Context: an optimization exercise on an open-source flow, tuned for small area. The choices shown serve that exercise and are no tape-out recipe.
In this exercise RTL edits were held to simulation tests only and were not proved equivalent to the original.

==> flow/design.v, too long to show whole: its modules and the start of the top module <==
// module nn_top: 1677 lines
module nn_top #(
  parameter int data_w = 16,
  parameter int frac_w = 8
) (
  input  wire                clk,
  input  wire                rst_n,
  input  wire                in_valid_w1,
  input  wire                in_valid_w2,
  input  wire                in_valid_d,
  input  wire  [data_w-1:0]  weight1,
  input  wire  [data_w-1:0]  weight2,
  input  wire  [data_w-1:0]  data_point,
  output logic               out_valid,
  output logic [data_w-1:0]  out
);
  // ...
==> flow/flow/run.sh <==
#!/bin/bash
# Own flow: the standard layout, with an area-oriented resynthesis of the
# combinational logic (see my_synth.tcl). Each tool's output goes to a log here.
set -euo pipefail
W=$PWD
F=$W/flow
R=$W/orfs/results/$FLOW_PLATFORM/nn_top/base
LG=$W/orfs/logs/$FLOW_PLATFORM/nn_top/base

bash standard.sh synth > $W/log_synth_standard.txt 2>&1
cp $R/1_2_yosys.v $W/netlist_standard.v
cp $LG/1_2_yosys.log $W/log_yosys_standard.txt
python3 $F/regs.py list $W/netlist_standard.v > $W/regs_standard.txt

# 2. the area-oriented synthesis of the same RTL; its flip-flops get the
#    standard synthesis's instance names (checked one-to-one, same cell types)
sleep 1
choice=standard
if bash standard.sh SYNTH_SCRIPT=$F/my_synth.tcl do-yosys > $W/log_synth_area.txt 2>&1; then
  cp $LG/1_2_yosys.log $W/log_yosys_area.txt
  cp $R/1_2_yosys.v $W/netlist_area.v
  if [ -s $W/regs_standard.txt ] && python3 $F/regs.py rename $W/netlist_area.v $W/regs_standard.txt; then
    choice=area
  fi
fi
if [ $choice = area ]; then
  cp $W/netlist_area.v $R/1_2_yosys.v
else
  cp $W/netlist_standard.v $R/1_2_yosys.v
fi
echo "netlist used: $choice" > $W/synth_choice.txt
touch $R/1_2_yosys.v

# 3. the rest of the standard layout from that netlist
bash standard.sh > $W/log_layout.txt 2>&1
==> flow/flow/abc_area_relaxed.script <==
strash
&get -n
&st
&dch
&nf -R 1000
&put
topo
dnsize -c
==> flow/flow/my_synth.tcl <==
set my_dir [file dirname [file normalize [info script]]]
proc synth {args} {
  if {[lsearch -exact $args "fine:"] >= 0} {
    yosys synth -nofsm -noshare -noabc {*}$args
  } else {
    yosys synth -nofsm -noshare {*}$args
  }
}
proc extract_fa {args} { yosys extract_fa -fa {*}$args }
proc abc {args} {
  global my_dir
  set i [lsearch -exact $args "-script"]
  if {$i >= 0} { set args [lreplace $args [expr {$i+1}] [expr {$i+1}] $my_dir/abc_area_relaxed.script] }
  yosys abc {*}$args
}
source $::env(SCRIPTS_DIR)/synth.tcl
# left out here: clear keep_hierarchy, flatten, clean up, hide names made inside functions, write 1_2_yosys.v
==> flow/flow/regs.py <==
# regs.py list NETLIST            -> "instance cell" per flip-flop, sorted
# regs.py rename NETLIST STDLIST  -> rewrite NETLIST so that each flip-flop has the
#   instance name the standard synthesis gave the same register (names differ only
#   in the $_DFF..._ suffix Yosys adds); exits 1 unless the match is one-to-one
#   with the same cell types.
import re, sys

FF = re.compile(r'^(\s*)(sky130_fd_sc_hd__(?:df|edf|sdf|dl)\w*?)_(\d+)(\s+)(\S+)(\s*\()', re.M)

def regs(text):
    return sorted((m.group(5), m.group(2)) for m in FF.finditer(text))

def base(name):
    return re.sub(r'\$_[A-Z0-9_]+_$', '', name)

if sys.argv[1] == 'list':
    for inst, cell in regs(open(sys.argv[2]).read()):
        print(inst, cell)
    sys.exit(0)

text = open(sys.argv[2]).read()
std = {}
for line in open(sys.argv[3]):
    inst, cell = line.split()
    b = base(inst)
    if b in std:
        sys.exit(1)
    std[b] = (inst, cell)
mine = regs(text)
if len(mine) != len(std):
    sys.exit(1)
seen = set()
ren = {}
for inst, cell in mine:
    b = base(inst)
    if b not in std or b in seen or std[b][1] != cell:
        sys.exit(1)
    seen.add(b)
    ren[inst] = std[b][0]

def sub(m):
    return m.group(1) + m.group(2) + '_' + m.group(3) + m.group(4) + ren[m.group(5)] + m.group(6)

out = FF.sub(sub, text)
if sorted((i, c) for i, c in regs(out)) != sorted((i, c) for i, c in
        (tuple(l.split()) for l in open(sys.argv[3]))):
    sys.exit(1)
open(sys.argv[2], 'w').write(out)
==> flow/standard.sh <==
#!/bin/bash
# synth_recipe.tcl (not shown) runs the flow's synth.tcl, then flattens the netlist and writes it again
# the make line also repeats each setting of config.mk as NAME=value (left out here)
make -C /OpenROAD-flow-scripts/flow DESIGN_CONFIG=/design/flow/config.mk WORK_HOME=/design/flow/orfs CLKGATE_MAP_FILE= SYNTH_SCRIPT=/design/flow/synth_recipe.tcl "${@:-finish}"
==> flow/config.mk <==
export PLATFORM = sky130hd
export DESIGN_NAME = nn_top
export DESIGN_NICKNAME = nn_top
export VERILOG_FILES = /design/flow/design.v
export SDC_FILE = /design/flow/constraint.sdc
export NUM_CORES = 4
export LEC_CHECK = 0
export CAP_MARGIN = 20
export CORE_MARGIN = 2
export CORE_UTILIZATION = 40
export CTS_BUF_LIST = sky130_fd_sc_hd__clkbuf_4 sky130_fd_sc_hd__clkbuf_8
export GPL_TIMING_DRIVEN = 0
export SLEW_MARGIN = 20
==> flow/constraint.sdc <==
create_clock -name core_clock -period 12.0 [get_ports {clk}]
set_input_delay 2.4000 -clock core_clock [delete_from_list [all_inputs] [get_ports {clk}]]
set_output_delay 2.4000 -clock core_clock [all_outputs]
set_load 0.01 [all_outputs]
==> reports/summary.md, run 1 <==
Detailed routing inserted a total of 14.7k vias. The run gives 48.7% as the sequential-to-total area share from yosys stat. The worst path meets setup with 457 ps of slack.

The cell family contributing the most delay on the critical path was adder cells. The flow ran to the end and the layout has no timing, DRC or antenna violations. The die extent in x works out to 235 µm. The first global-routing pass estimated 92,800 µm of wire. In this run the biggest area consumer among cell types represents 45.2% of the synthesized area. For the met1 layer wirelength in the final routing, the log shows 25,600 µm. The register name with the most flops is w1.

For the placed wire-length estimate after detailed placement, the log shows 42,700 µm. The most used standard cell by instance count after synthesis is sky130_fd_sc_hd__edfxtp_1. Each instance of the synthesized netlist takes up on average 13.8 µm². The Yosys step of the flow raised 4 warnings. The part of the cycle the worst path needs was 96.2%. For this run, combinational gates with multiple inputs come to 1,175. The mux share of post-synthesis cell area was 0.523%. The maximum cell stage delay along the critical path was 550 ps. After synthesis, the largest family of logic cells by area is adder cells.

Based on the critical path, the design can be clocked at up to 86.6 MHz. The tools report the final cell area excluding filler cells as 24,900 µm². The synthesized netlist devotes 5.10% of its cell area to simple gates. Timing analysis after detailed placement gives a worst setup slack of -1330 ps.

Multi-input gates account for 44.8% of the area. The dominant synthesized flop cell is sky130_fd_sc_hd__edfxtp_1. The relative slew slack was 25.3%.

The worst hold path was traced through 0 stages. Setup violations remaining at the end of the flow were counted as 0. The count of buffers added on input and output ports is 69. Of the total standard cell area in the layout, the sequential portion is 41.5%. In the final layout, the share of cells above drive strength 1 is 12.1%. The netlist uses 43 different library cells. The most critical setup path has its startpoint at in_valid_d. The total area inside the core boundary comes to 52,600 µm². In the final layout, the multi-input gates occupy 11,200 µm².

The critical path capture point type was a flop. The netlist area before placement is 21,300 µm². In the finished layout, the clock tree contains a buffer count of 89.

The number of hold violations in the final report was 0. The source of the worst hold timing path is w1[6][15]. After detailed routing, the average wire length per cell comes to 25.2 µm.

For the data arrival time of the critical path, the log shows 12,110 ps. The endpoint of the most critical setup path was r[14].
==> inputs of run 2 (changes only) <==
--- a/flow/config.mk
+++ b/flow/config.mk
@@ -8,6 +8,4 @@
 export CAP_MARGIN = 20
 export CORE_MARGIN = 2
 export CORE_UTILIZATION = 40
-export CTS_BUF_LIST = sky130_fd_sc_hd__clkbuf_4 sky130_fd_sc_hd__clkbuf_8
-export GPL_TIMING_DRIVEN = 0
 export SLEW_MARGIN = 20
==> run 2 against run 1 <==
  * Flip-flop and latch count unchanged
  * Global-route usage is 1.9 points higher
  * Synthesized area is the same
  * Register-to-register slack gained 420 ps
  * Highest routed layer unchanged
  * Still clean on timing, DRC and antenna
  * First-iteration DRC count increased by 13%
  * Clock-buffer cell count decreased by 41
==> reports/summary.md, run 2 <==
For the total die area, the log shows 55,000 µm² (unchanged). Cell seen most often among critical-path stages: sky130_fd_sc_hd__fa_1 (unchanged). The most used standard cell by instance count after synthesis was sky130_fd_sc_hd__edfxtp_1 (unchanged). Cell at the root of the clock tree: sky130_fd_sc_hd__clkbuf_16 (was sky130_fd_sc_hd__clkbuf_8). For the data arrival time of the critical path, the log shows 12,020 ps (was 12,110 ps). The die extent in x works out to 235 µm (unchanged).

Setup repair after global routing left no endpoint under its margin. The die extent in y works out to 235 µm (unchanged). The critical path capture point type was a flop (unchanged). Max-cap check violation count: 0 (unchanged). The average detailed-routed wire length per instance is 26.7 µm (was 25.2 µm).

The logs give 86.4 MHz (was 86.6 MHz) for the highest clock rate and 23,700 µm² (was 23,500 µm²) for the placed instance area. The maximum cell stage delay along the critical path came out at 530 ps (was 550 ps). The buffers plus inverters on the worst setup path is 1 (was 2), and the relative slew slack is 26.4% (was 25.3%). The tools report the top-level I/O count as 70 (unchanged). Kind of start point of the critical path: an input pin (unchanged).

The number of flops mapped to enable cells by yosys works out to 320 (unchanged). The run gives 0 (unchanged) as the post-route DRC violation count. Total routing resource utilization after global routing: 23.8% (was 21.9%).

Mean post-synth cell area: 13.8 µm² (unchanged). The number of clock sinks came out at 353 (unchanged). The slew at the pin closest to its max-slew limit works out to 1100 ps (was 1110 ps).

Synthesized flop and latch total: 353 (unchanged). Classification of the worst-slack hold path: reg -> reg (unchanged). Launch point of the worst reg-to-reg path: c2 (unchanged). For the core box area, the log shows 52,600 µm² (unchanged).

The vias per cell is 6.12 (was 5.99), and the net count reported at finish is 2,021 (was 1,975). The slowest stage cell on the critical path is sky130_fd_sc_hd__fa_1 (unchanged). The sequential-to-total area share from yosys stat was 48.7% (unchanged). Most used cells in the layout excluding fill and tap cells: 320 x sky130_fd_sc_hd__edfxtp_1, 219 x sky130_fd_sc_hd__o22ai_1, 202 x sky130_fd_sc_hd__fa_1 (unchanged). The area share of and/or/nand/nor cells after synthesis is 5.10% (unchanged). The synthesized netlist cell count was 1,547 (unchanged). The mux share of post-synthesis cell area works out to 0.523% (unchanged). Kind of critical path: in -> reg (unchanged). The register name with the most flops is w1 (unchanged).

The run gives 0 (was 1) as the buffers inserted during post-CTS setup optimization. The number of rows created at floorplan is 84 (unchanged). The total iterations of the first detailed-routing run is 7 (unchanged), and the global-route wire length before repair is 99,700 µm (was 92,800 µm). The tools report the clock insertion delay at the later pin of the skew report as 590 ps (was 680 ps).

The number of flip-flops in the largest register works out to 192 (unchanged). The dominant synthesized flop cell is sky130_fd_sc_hd__edfxtp_1 (unchanged). The area share of fa/ha/maj cells after synthesis came out at 19.1% (unchanged). The run finished with no timing, DRC or antenna violations. For the antenna violation net count after detailed routing, the log shows 0 (unchanged). Share of post-route cells with drive strength above 1: 10.4% (was 12.1%). The source of the worst hold timing path was c5 (was w1[6][15]). The tools report the number of H-tree levels as 2 (unchanged). The fraction of the mapped netlist area in compound gates is 13.9% (unchanged). The count of port buffers added during placement is 69 (unchanged). The logs give 1,802 (unchanged) for the synthesized netlist net count and 0.960 (was 0.907) for the weighted congestion at the end of routability-driven global placement. Number of warnings reported in the yosys synthesis log: 4 (unchanged). The setup slack of the most critical reg-to-reg path is 1010 ps (was 590 ps).

Total wire length after detailed routing: 66,300 µm (was 61,900 µm). Endpoint of the most critical register-to-register path: r[14] (unchanged). The tools report the required time reported for the critical path endpoint as 12,450 ps (was 12,570 ps). The initial cell density of the core is 40.5% (unchanged), and the clock tree buffer depth is 3 (unchanged).

The cell depth of the worst min-delay path works out to 0 (unchanged). The part of the cycle the worst path needs is 96.4% (was 96.2%). The tools report the number of diodes as 0 (unchanged). For the final clock skew, the log shows 30.6 ps (was 42.4 ps). The number of buffers added to fix hold violations after cts is 0 (unchanged). The worst reg-to-reg path cell count works out to 34 (was 35). Top cell types by occurrence after synthesis: 320 x sky130_fd_sc_hd__edfxtp_1, 219 x sky130_fd_sc_hd__o22ai_1, 202 x sky130_fd_sc_hd__fa_1, 192 x sky130_fd_sc_hd__xnor2_1, 108 x sky130_fd_sc_hd__xor2_1 (unchanged). The total of endpoints with negative setup slack in the final report is 0 (unchanged). Cell type contributing the most total cell area after synthesis: sky130_fd_sc_hd__edfxtp_1 (unchanged). TritonCTS built the clock tree.

The tools report the post-cts repair resize count as 0 (was 10). Leading registers by flop count: w1 x192, d x64, w2 x48 (unchanged). The initial antenna violation count was 1 (was 0). The run gives 40 (was 59) as the number of buffers added by the clock tree synthesis step. The count of routing violations after the opening detailed-route iteration came out at 1,949 (was 1,723). The number of pins with negative max-slew slack in the final report is 0 (unchanged).

The CTS clock-pin slew for the worst setup and hold paths was 60 ps (about the same). The total number of vias was 15.2k (was 14.7k); the netlist area before placement was 21,300 µm² (unchanged). The tools report the worst hold endpoint as c6 (was w1[5][15]). The cell family contributing the most delay on the critical path was adder cells (unchanged). The time the final worst path needs with I/O delays and setup works out to 11,570 ps (was 11,540 ps). The dominant combinational cell family by area after synthesis was adder cells (unchanged). The pin count of the biggest net entering global routing was 118 (was 104); the share of flip-flops with an asynchronous set or reset was 4.82% (unchanged). The tools report the number of hold violations in the final report as 0 (unchanged).

Synth top area cells: sky130_fd_sc_hd__edfxtp_1 45%, sky130_fd_sc_hd__fa_1 19%, sky130_fd_sc_hd__xnor2_1 7.9% (unchanged). The final cell area excluding filler cells is 25,200 µm² (was 24,900 µm²), and the number of global-route vias before repair is 15.6k (was 15.0k). The leading cell type in the layout, fill and taps excluded is sky130_fd_sc_hd__edfxtp_1 (unchanged).

Leftover overflow at the end of global routing: 0 (unchanged). The layout-stage area growth over the synthesis result came out at 18.4% (was 17.2%). The distinct cell type count of the synthesized netlist is 43 (unchanged), and the maximum fanout along the worst path is 7 (was 38). The number of fillers in the final layout was 4,683 (was 4,675); the placed wire-length estimate after detailed placement was 46,700 µm (was 42,700 µm). The share of the synthesized area in the top cell type works out to 45.2% (unchanged). The xor/xnor cell area share of the yosys netlist came out at 12.4% (unchanged).

Final hold slack: 432 ps (was 430 ps).
## run 2: changes by cell type in the layout (fill, tap and decap cells not counted), sizes merged
cell	change
clkbuf	-41
bufinv	+6
buf	+66
or2	-1
clkinvlp	-1
clkinv	-5
inv	+2
## run 2: worst max-delay path by stage
stage	from	to	cells after the start
after CTS	in_valid_d	r[14]	34
after floorplan	in_valid_d	r[14]	31
after global placement	in_valid_d	r[14]	34
final	in_valid_d	r[14]	34
after global routing	in_valid_d	r[14]	34
after detailed placement	in_valid_d	r[14]	34
## run 2: kinds of logic after synthesis
family,count (synthesis)
xor gates and xnor gates,300
muxes,11
AOI/OAI and AO/OA,421
and+or+nand+nor,239
adders and majority gates,203
DFF,353
buffers and inverters,20
## run 2: worst reg2reg max path, delay by kind of cell (launching register included)
family                   cells  cell delay, ps
buffers and inverters        2             540
AO/OA/AOI/OAI               13            2980
multiplexers                 1             190
XOR/XNOR                     1             230
flip-flops                   1             390
AND/OR/NAND/NOR              5            1120
adder cells (fa/ha/maj)     12            5410
## run 2: layout make-up
| cell class | instances | area, µm² | area share (%) |
|---|---|---|---|
| clock buffers | 48 | 1040 | 4.13 |
| clock inverters | 25 | 409 | 1.62 |
| inverters | 20 | 75.1 | 0.298 |
| multi-input cells | 1174 | 10900 | 43.4 |
| flip-flops and latches | 353 | 10400 | 41.1 |
| well taps | 688 | 861 | 3.42 |
| repair buffers | 177 | 1520 | 6.04 |
## run 2: layer usage
metal | wire length, µm | GRT usage (%) | vias up | share of wire (%)
li1 | - | - | 6436 | -
met1 | 27200 | 32.7 | 7887 | 41
met2 | 30700 | 37.4 | 767 | 46
met3 | 6290 | 5.72 | 126 | 9.5
met4 | 2090 | 7.81 | 0 | 3.1
met5 | 0 | 0 | - | 0
## run 2: metrics by stage
stage / setup TNS [ps] / instances / worst slack (ps) / util [%]
floorplan: 0 / 1547 / 346 / -
global placement: 0 / 2412 / 120 / 45.2
detailed placement: -28.7 / 2412 / -28.7 / 45.2
CTS: 0 / 2485 / 583 / 47.9
global route: 0 / 2485 / 28.9 / 47.9
finish: 0 / 2485 / 427 / 47.9

[static timing again, ports no longer ideal]
The results above use ideal ports. As a check the final layouts listed here were re-extracted and re-timed, cells and wires unchanged.
Step 1 sets driving cells, clkbuf_16 on the clock port and buf_2 on the other inputs (assumed; they add their load-dependent delay and slew).
Step 2, shift: input delay + t, output delay - t, t = (earliest + latest rising clock arrival at the registers) / 2. This alone moves slack from input paths to output paths.
Three values: ideal, step 1, step 2; two values: the first two.
run	t (ns)	setup slack, ns	worst setup path at the end	clock arrival spread, ns	pins driven straight from the clock port
run 1	0.714	0.457 / 0.453 / -0.261	input to register	0.043 / 0.043	1
run 2	0.633	0.427 / 0.320 / -0.313	input to register	0.032 / 0.031	1
With both steps, setup timing fails in run 1 and run 2, where it was met with ideal ports. The setup slack of run 2, which loses most, moves by -0.107 ns with the drivers and by -0.740 ns with both steps.
